Background: an optimization exercise with open tools, aiming at small area. Do not read the settings as production practice.
In this exercise RTL edits were held to simulation tests only and were not proved equivalent to the original.

==> lagoon <==
==> flow/design.v <==
module bp_counter_table (
    input  logic       clk,
    input  logic       rst_b,
    input  logic [7:0] i_rd_idx,
    output logic       o_rd_taken,
    input  logic       i_wr_en,
    input  logic [7:0] i_wr_idx,
    input  logic       i_wr_taken
);
    logic         r_clr;
    logic [255:0] w_h;
    logic [255:0] w_ln;
    logic [255:0] w_h_d;
    always_ff @(posedge clk or negedge rst_b) begin
        if (!rst_b) r_clr <= 1'b1;
        else        r_clr <= 1'b0;
    end
    logic [15:0]  w_row;
    logic [15:0]  w_col;
    logic [255:0] w_sel;
    logic [255:0] w_keep;
    always_comb begin
        for (int r = 0; r < 16; r++) w_row[r] = i_wr_en && (i_wr_idx[7:4] == r[3:0]);
        for (int c = 0; c < 16; c++) w_col[c] = (i_wr_idx[3:0] == c[3:0]);
        for (int i = 0; i < 256; i++) begin
            w_sel[i]  = w_row[i/16] & w_col[i%16];
            w_keep[i] = ~w_sel[i] & ~r_clr;
        end
    end
    logic [31:0] w_gh, w_gln;
    logic w_cur_h, w_cur_ln;
    for (genvar g = 0; g < 32; g++) begin : g_wr
        bp_ctr_aor8 u_h  (.i_sel(w_sel[g*8 +: 8]), .i_dat(w_h[g*8 +: 8]),  .o_or(w_gh[g]));
        bp_ctr_aor8 u_ln (.i_sel(w_sel[g*8 +: 8]), .i_dat(w_ln[g*8 +: 8]), .o_or(w_gln[g]));
    end
    assign w_cur_h  = (|w_gh)  & ~r_clr;
    assign w_cur_ln = (|w_gln) & ~r_clr;
    logic w_new_h, w_new_ln;
    assign w_new_h  = (w_cur_h & ~w_cur_ln) | (w_cur_h & i_wr_taken) | (~w_cur_ln & i_wr_taken);
    assign w_new_ln = ~((w_cur_h & w_cur_ln) | (w_cur_h & i_wr_taken) | (w_cur_ln & i_wr_taken));
    for (genvar i = 0; i < 256; i++) begin : g_ent
        bp_ctr_entry u_ent (
            .clk    (clk),
            .i_sel  (w_sel[i]),
            .i_keep (w_keep[i]),
            .i_h    (w_new_h),
            .i_ln   (w_new_ln),
            .o_h    (w_h[i]),
            .o_ln   (w_ln[i]),
            .o_h_d  (w_h_d[i])
        );
    end
    logic [7:0]  w_rd_lo;
    logic [31:0] w_grp;
    always_comb begin
        for (int k = 0; k < 8; k++) w_rd_lo[k] = (i_rd_idx[2:0] == k[2:0]);
    end
    for (genvar g = 0; g < 32; g++) begin : g_rd
        bp_ctr_aor8 u_rd (.i_sel(w_rd_lo), .i_dat(w_h_d[g*8 +: 8]), .o_or(w_grp[g]));
    end
    assign o_rd_taken = w_grp[i_rd_idx[7:3]];
endmodule
module bp_ctr_entry (
    input  logic clk,
    input  logic i_sel,
    input  logic i_keep,
    input  logic i_h,
    input  logic i_ln,
    output logic o_h,
    output logic o_ln,
    output logic o_h_d
);
    logic r_h, r_ln;
    logic w_ln_d;
    assign o_h_d  = (i_sel & i_h)  | (i_keep & r_h);
    assign w_ln_d = (i_sel & i_ln) | (i_keep & r_ln);
    always_ff @(posedge clk) begin
        r_h  <= o_h_d;
        r_ln <= w_ln_d;
    end
    assign o_h  = r_h;
    assign o_ln = r_ln;
endmodule
module bp_ctr_aor8 (
    input  logic [7:0] i_sel,
    input  logic [7:0] i_dat,
    output logic       o_or
);
    assign o_or = |(i_sel & i_dat);
endmodule
module bp_gshare_predictor (
    input  logic       clk,
    input  logic       rst_b,
    input  logic       pred_valid,
    input  logic [9:2] pred_addr,
    output logic       pred_resp_valid,
    output logic       pred_taken,
    output logic [7:0] pred_index,
    input  logic       upd_valid,
    input  logic [7:0] upd_index,
    input  logic       upd_taken,
    input  logic       upd_pred,
    output logic [7:0] ghr,
    output logic [15:0] miss_count
);
    logic [7:0]  r_ghr;
    logic [15:0] r_miss;
    logic        r_resp_valid;
    logic        r_taken;
    logic [7:0]  r_index;
    logic [7:0]  w_pred_idx;
    logic        w_pred_taken;
    assign w_pred_idx = pred_addr ^ r_ghr;
    bp_counter_table u_table (
        .clk        (clk),
        .rst_b      (rst_b),
        .i_rd_idx   (w_pred_idx),
        .o_rd_taken (w_pred_taken),
        .i_wr_en    (upd_valid),
        .i_wr_idx   (upd_index),
        .i_wr_taken (upd_taken)
    );
    always_ff @(posedge clk or negedge rst_b) begin
        if (!rst_b) begin
            r_resp_valid <= 1'b0;
            r_taken      <= 1'b0;
            r_index      <= '0;
        end else begin
            r_resp_valid <= pred_valid;
            if (pred_valid) begin
                r_taken <= w_pred_taken;
                r_index <= w_pred_idx;
            end
        end
    end
    always_ff @(posedge clk or negedge rst_b) begin
        if (!rst_b) begin
            r_ghr <= '0;
        end else if (upd_valid) begin
            r_ghr <= {r_ghr[6:0], upd_taken};
        end
    end
    always_ff @(posedge clk or negedge rst_b) begin
        if (!rst_b) begin
            r_miss <= '0;
        end else if (upd_valid && (upd_taken != upd_pred) && (r_miss != 16'hffff)) begin
            r_miss <= r_miss + 16'd1;
        end
    end
    assign pred_resp_valid = r_resp_valid;
    assign pred_taken      = r_taken;
    assign pred_index      = r_index;
    assign ghr             = r_ghr;
    assign miss_count      = r_miss;
endmodule
==> flow/run.sh <==
#!/bin/bash
# synth_recipe.tcl (not shown) runs the flow's synth.tcl, then flattens the netlist and writes it again
# the make line also repeats each setting of config.mk as NAME=value (left out here)
make -C /OpenROAD-flow-scripts/flow DESIGN_CONFIG=/design/flow/config.mk WORK_HOME=/design/flow/orfs CLKGATE_MAP_FILE= SYNTH_SCRIPT=/design/flow/synth_recipe.tcl finish
==> flow/config.mk <==
export PLATFORM = sky130hd
export DESIGN_NAME = bp_gshare_predictor
export DESIGN_NICKNAME = bp_gshare_predictor
export VERILOG_FILES = /design/flow/design.v
export SDC_FILE = /design/flow/constraint.sdc
export NUM_CORES = 4
export LEC_CHECK = 0
export ABC_AREA = 1
export CAP_MARGIN = 0
export CORE_MARGIN = 2
export CORE_UTILIZATION = 50
export CTS_BUF_LIST = sky130_fd_sc_hd__clkbuf_8
export CTS_CLUSTER_DIAMETER = 80
export CTS_CLUSTER_SIZE = 16
export SLEW_MARGIN = 0
==> flow/constraint.sdc <==
create_clock -name core_clock -period 8.0 [get_ports {clk}]
set_input_delay 1.6000 -clock core_clock [delete_from_list [all_inputs] [get_ports {clk}]]
set_output_delay 1.6000 -clock core_clock [all_outputs]
set_load 0.01 [all_outputs]
==> fjord (differences from lagoon) <==
--- a/flow/design.v
+++ b/flow/design.v
@@ -7,73 +7,81 @@
     input  logic [7:0] i_wr_idx,
     input  logic       i_wr_taken
 );
-    logic         r_clr;
-    logic [255:0] w_h;
-    logic [255:0] w_ln;
-    logic [255:0] w_h_d;
+    logic r_clr;
     always_ff @(posedge clk or negedge rst_b) begin
         if (!rst_b) r_clr <= 1'b1;
         else        r_clr <= 1'b0;
     end
-    logic [15:0]  w_row;
-    logic [15:0]  w_col;
-    logic [255:0] w_sel;
-    logic [255:0] w_keep;
+    logic [15:0] w_row;
+    logic [15:0] w_col;
     always_comb begin
         for (int r = 0; r < 16; r++) w_row[r] = i_wr_en && (i_wr_idx[7:4] == r[3:0]);
         for (int c = 0; c < 16; c++) w_col[c] = (i_wr_idx[3:0] == c[3:0]);
-        for (int i = 0; i < 256; i++) begin
-            w_sel[i]  = w_row[i/16] & w_col[i%16];
-            w_keep[i] = ~w_sel[i] & ~r_clr;
-        end
     end
-    logic [31:0] w_gh, w_gln;
-    logic w_cur_h, w_cur_ln;
-    for (genvar g = 0; g < 32; g++) begin : g_wr
-        bp_ctr_aor8 u_h  (.i_sel(w_sel[g*8 +: 8]), .i_dat(w_h[g*8 +: 8]),  .o_or(w_gh[g]));
-        bp_ctr_aor8 u_ln (.i_sel(w_sel[g*8 +: 8]), .i_dat(w_ln[g*8 +: 8]), .o_or(w_gln[g]));
-    end
-    assign w_cur_h  = (|w_gh)  & ~r_clr;
-    assign w_cur_ln = (|w_gln) & ~r_clr;
-    logic w_new_h, w_new_ln;
-    assign w_new_h  = (w_cur_h & ~w_cur_ln) | (w_cur_h & i_wr_taken) | (~w_cur_ln & i_wr_taken);
-    assign w_new_ln = ~((w_cur_h & w_cur_ln) | (w_cur_h & i_wr_taken) | (w_cur_ln & i_wr_taken));
+    logic [255:0] w_h;       
+    logic [255:0] w_ln;      
+    logic [255:0] w_h_d;     
+    logic         w_new_h, w_new_ln;
+    logic [15:0]  w_row_h;   
+    logic [15:0]  w_row_ln;  
+    logic [15:0]  w_row_k;   
+    logic [15:0]  w_col_k;   
+    assign w_row_h  = w_row & {16{w_new_h}};
+    assign w_row_ln = w_row & {16{w_new_ln}};
+    assign w_row_k  = w_row | {16{r_clr}};
+    assign w_col_k  = w_col | {16{r_clr}};
     for (genvar i = 0; i < 256; i++) begin : g_ent
         bp_ctr_entry u_ent (
-            .clk    (clk),
-            .i_sel  (w_sel[i]),
-            .i_keep (w_keep[i]),
-            .i_h    (w_new_h),
-            .i_ln   (w_new_ln),
-            .o_h    (w_h[i]),
-            .o_ln   (w_ln[i]),
-            .o_h_d  (w_h_d[i])
+            .clk      (clk),
+            .i_col    (w_col[i % 16]),
+            .i_row_k  (w_row_k[i / 16]),
+            .i_col_k  (w_col_k[i % 16]),
+            .i_row_h  (w_row_h[i / 16]),
+            .i_row_ln (w_row_ln[i / 16]),
+            .o_h      (w_h[i]),
+            .o_ln     (w_ln[i]),
+            .o_h_d    (w_h_d[i])
         );
     end
-    logic [7:0]  w_rd_lo;
-    logic [31:0] w_grp;
+    logic [15:0] w_rh_n, w_rln_n;
+    for (genvar r = 0; r < 16; r++) begin : g_wr
+        bp_ctr_rd16 u_rd_h  (.i_sel(w_col), .i_dat(w_h[r*16 +: 16]),  .o_or_n(w_rh_n[r]));
+        bp_ctr_rd16 u_rd_ln (.i_sel(w_col), .i_dat(w_ln[r*16 +: 16]), .o_or_n(w_rln_n[r]));
+    end
+    logic w_cur_h, w_cur_ln;
+    assign w_cur_h  = |(w_row & ~w_rh_n);
+    assign w_cur_ln = |(w_row & ~w_rln_n);
+    logic w_h_c, w_ln_c;
+    assign w_h_c    = w_cur_h  & ~r_clr;
+    assign w_ln_c   = w_cur_ln & ~r_clr;
+    assign w_new_h  = (w_h_c & ~w_ln_c) | (w_h_c & i_wr_taken) | (~w_ln_c & i_wr_taken);
+    assign w_new_ln = ~((w_h_c & w_ln_c) | (w_h_c & i_wr_taken) | (w_ln_c & i_wr_taken));
+    logic [15:0] w_rd_col;
+    logic [15:0] w_grp_n;
     always_comb begin
-        for (int k = 0; k < 8; k++) w_rd_lo[k] = (i_rd_idx[2:0] == k[2:0]);
+        for (int c = 0; c < 16; c++) w_rd_col[c] = (i_rd_idx[3:0] == c[3:0]);
     end
-    for (genvar g = 0; g < 32; g++) begin : g_rd
-        bp_ctr_aor8 u_rd (.i_sel(w_rd_lo), .i_dat(w_h_d[g*8 +: 8]), .o_or(w_grp[g]));
+    for (genvar g = 0; g < 16; g++) begin : g_rd
+        bp_ctr_rd16 u_rd (.i_sel(w_rd_col), .i_dat(w_h_d[g*16 +: 16]), .o_or_n(w_grp_n[g]));
     end
-    assign o_rd_taken = w_grp[i_rd_idx[7:3]];
+    assign o_rd_taken = ~w_grp_n[i_rd_idx[7:4]];
 endmodule
 module bp_ctr_entry (
     input  logic clk,
-    input  logic i_sel,
-    input  logic i_keep,
-    input  logic i_h,
-    input  logic i_ln,
+    input  logic i_row_k,
+    input  logic i_col,
+    input  logic i_col_k,
+    input  logic i_row_h,
+    input  logic i_row_ln,
     output logic o_h,
     output logic o_ln,
     output logic o_h_d
 );
     logic r_h, r_ln;
-    logic w_ln_d;
-    assign o_h_d  = (i_sel & i_h)  | (i_keep & r_h);
-    assign w_ln_d = (i_sel & i_ln) | (i_keep & r_ln);
+    logic w_keep, w_ln_d;
+    assign w_keep = ~(i_row_k & i_col_k);
+    assign o_h_d  = (i_col & i_row_h)  | (w_keep & r_h);
+    assign w_ln_d = (i_col & i_row_ln) | (w_keep & r_ln);
     always_ff @(posedge clk) begin
         r_h  <= o_h_d;
         r_ln <= w_ln_d;
@@ -81,12 +89,24 @@
     assign o_h  = r_h;
     assign o_ln = r_ln;
 endmodule
-module bp_ctr_aor8 (
-    input  logic [7:0] i_sel,
-    input  logic [7:0] i_dat,
-    output logic       o_or
+module bp_ctr_aoi3 (
+    input  logic [2:0] i_sel,
+    input  logic [2:0] i_dat,
+    output logic       o_n
 );
-    assign o_or = |(i_sel & i_dat);
+    assign o_n = ~((i_sel[0] & i_dat[0]) | (i_sel[1] & i_dat[1]) | (i_sel[2] & i_dat[2]));
+endmodule
+module bp_ctr_rd16 (
+    input  logic [15:0] i_sel,
+    input  logic [15:0] i_dat,
+    output logic        o_or_n
+);
+    logic [5:0] w_n;
+    for (genvar k = 0; k < 5; k++) begin : g_k
+        bp_ctr_aoi3 u_aoi (.i_sel(i_sel[k*3 +: 3]), .i_dat(i_dat[k*3 +: 3]), .o_n(w_n[k]));
+    end
+    assign w_n[5] = ~(i_sel[15] & i_dat[15]);
+    assign o_or_n = &w_n;
 endmodule
 module bp_gshare_predictor (
     input  logic       clk,
==> flow/flow/run.sh (new file) <==
#!/bin/bash
# Own layout flow: the standard synthesis script, except that ABC maps the
# combinational logic with an area-oriented script (flow/area.abc) instead of
# ORFS's delay-oriented one. Registers, their names and cell types are those
# of the standard synthesis (flip-flops are mapped before ABC runs, and ABC
# does not touch them). Then the standard layout from floorplan to finish,
# with a leaner clock tree (no dummy loads) and small port buffers.
# Every tool writes its full output to a log file in the work folder.
set -euo pipefail
W=$PWD
export MY_ABC_SCRIPT=$W/flow/area.abc
cat > $W/flow_synth.tcl <<'EOT'
proc abc {args} {
  set i [lsearch -exact $args -script]
  if {$i >= 0} { set args [lreplace $args $i [expr {$i+1}] -script $::env(MY_ABC_SCRIPT)] }
  yosys abc {*}$args
}
EOT
echo "source $W/synth_recipe.tcl" >> $W/flow_synth.tcl
source $W/flow/knobs.sh
bash standard.sh SYNTH_SCRIPT=$W/flow_synth.tcl synth > $W/flow_1_synth.log 2>&1
bash standard.sh SYNTH_SCRIPT=$W/flow_synth.tcl "${KNOBS[@]}" finish > $W/flow_2_layout.log 2>&1
==> flow/flow/area.abc (new file) <==
&get -n
&st
&dch
&nf -R 1000
&put
==> flow/flow/knobs.sh (new file) <==
KNOBS=(
  "CTS_ARGS=-sink_clustering_enable -repair_clock_nets -dont_use_dummy_load -sink_clustering_size 16 -sink_clustering_max_diameter 80 -buf_list sky130_fd_sc_hd__clkbuf_8"
  "BUFFER_PORTS_ARGS=-buffer_cell sky130_fd_sc_hd__buf_1"
)
==> flow/standard.sh (new file) <==
#!/bin/bash
# synth_recipe.tcl (not shown) runs the flow's synth.tcl, then flattens the netlist and writes it again
# the make line also repeats each setting of config.mk as NAME=value (left out here)
make -C /OpenROAD-flow-scripts/flow DESIGN_CONFIG=/design/flow/config.mk WORK_HOME=/design/flow/orfs CLKGATE_MAP_FILE= SYNTH_SCRIPT=/design/flow/synth_recipe.tcl "${@:-finish}"
Settings changed: ABC_AREA 1 to unset, CTS_BUF_LIST sky130_fd_sc_hd__clkbuf_8 to unset, CTS_CLUSTER_DIAMETER 80 to unset, CTS_CLUSTER_SIZE 16 to unset, SYNTH_HIERARCHICAL set to 1.
removed: flow/run.sh
==> impl_metrics.toml <==
[run_status]
status = "timing/DRC/antenna clean"

[power]
vdd_drop_max_mv = 0.182
totalPowerFinal_w = 0.00491

[floorplanning]
nWellTaps = 688

[yosys]
synthMuxAreaShare = 0.000427
synth_top_family_by_area = "simple AND/OR/NAND/NOR gates"

[clocking]
clock_latency_ns = 0.69

[cells_and_area]
clkCellAreaFrac = 0.0221
design_area_um2 = 28500

[sta]
worst_slack_ns = 1.16
The numbers above come from lagoon.

==> impl_metrics.toml <==
[floorplanning]
nWellTaps = 539

[power]
totalPowerFinal_w = 0.00477

[run_status]
status = "timing/DRC/antenna clean"

[clocking]
clock_latency_ns = 0.66

[yosys]
synth_top_family_by_area = "compound AO/OA/AOI/OAI gates"
synthMuxAreaShare = 0.0137

[sta]
worst_slack_ns = 1.14

[cells_and_area]
clkCellAreaFrac = 0.0231
The numbers above come from fjord.

==> static timing again, ports no longer ideal <==
How much do the figures lean on ideal ports? The routed layouts below were timed once more, with nothing changed but the port constraints.
Step 1 (the two cells are an assumption about what drives the block):
set clk [get_ports {clk}]
set_driving_cell -lib_cell sky130_fd_sc_hd__clkbuf_16 $clk
set_driving_cell -lib_cell sky130_fd_sc_hd__buf_2 [delete_from_list [all_inputs] $clk]
Step 2 also shifts input and output timing later by t, the mid clock arrival at the registers, as if the neighbouring blocks saw the same clock.
Slacks: ideal / step 1 / step 2; pairs: ideal / step 1.
run | t, ns | setup slack, ns | clock arrival spread, ns | pins driven straight from the clock port
lagoon | 0.724 | 1.164 / 1.191 / 0.468 | 0.054 / 0.053 | 1
fjord | 0.684 | 1.137 / 1.171 / 0.487 | 0.066 / 0.066 | 1
After both steps setup and hold are still met in every run listed. The setup slack of lagoon, which loses most, moves by +0.027 ns with the drivers and by -0.696 ns with both steps.
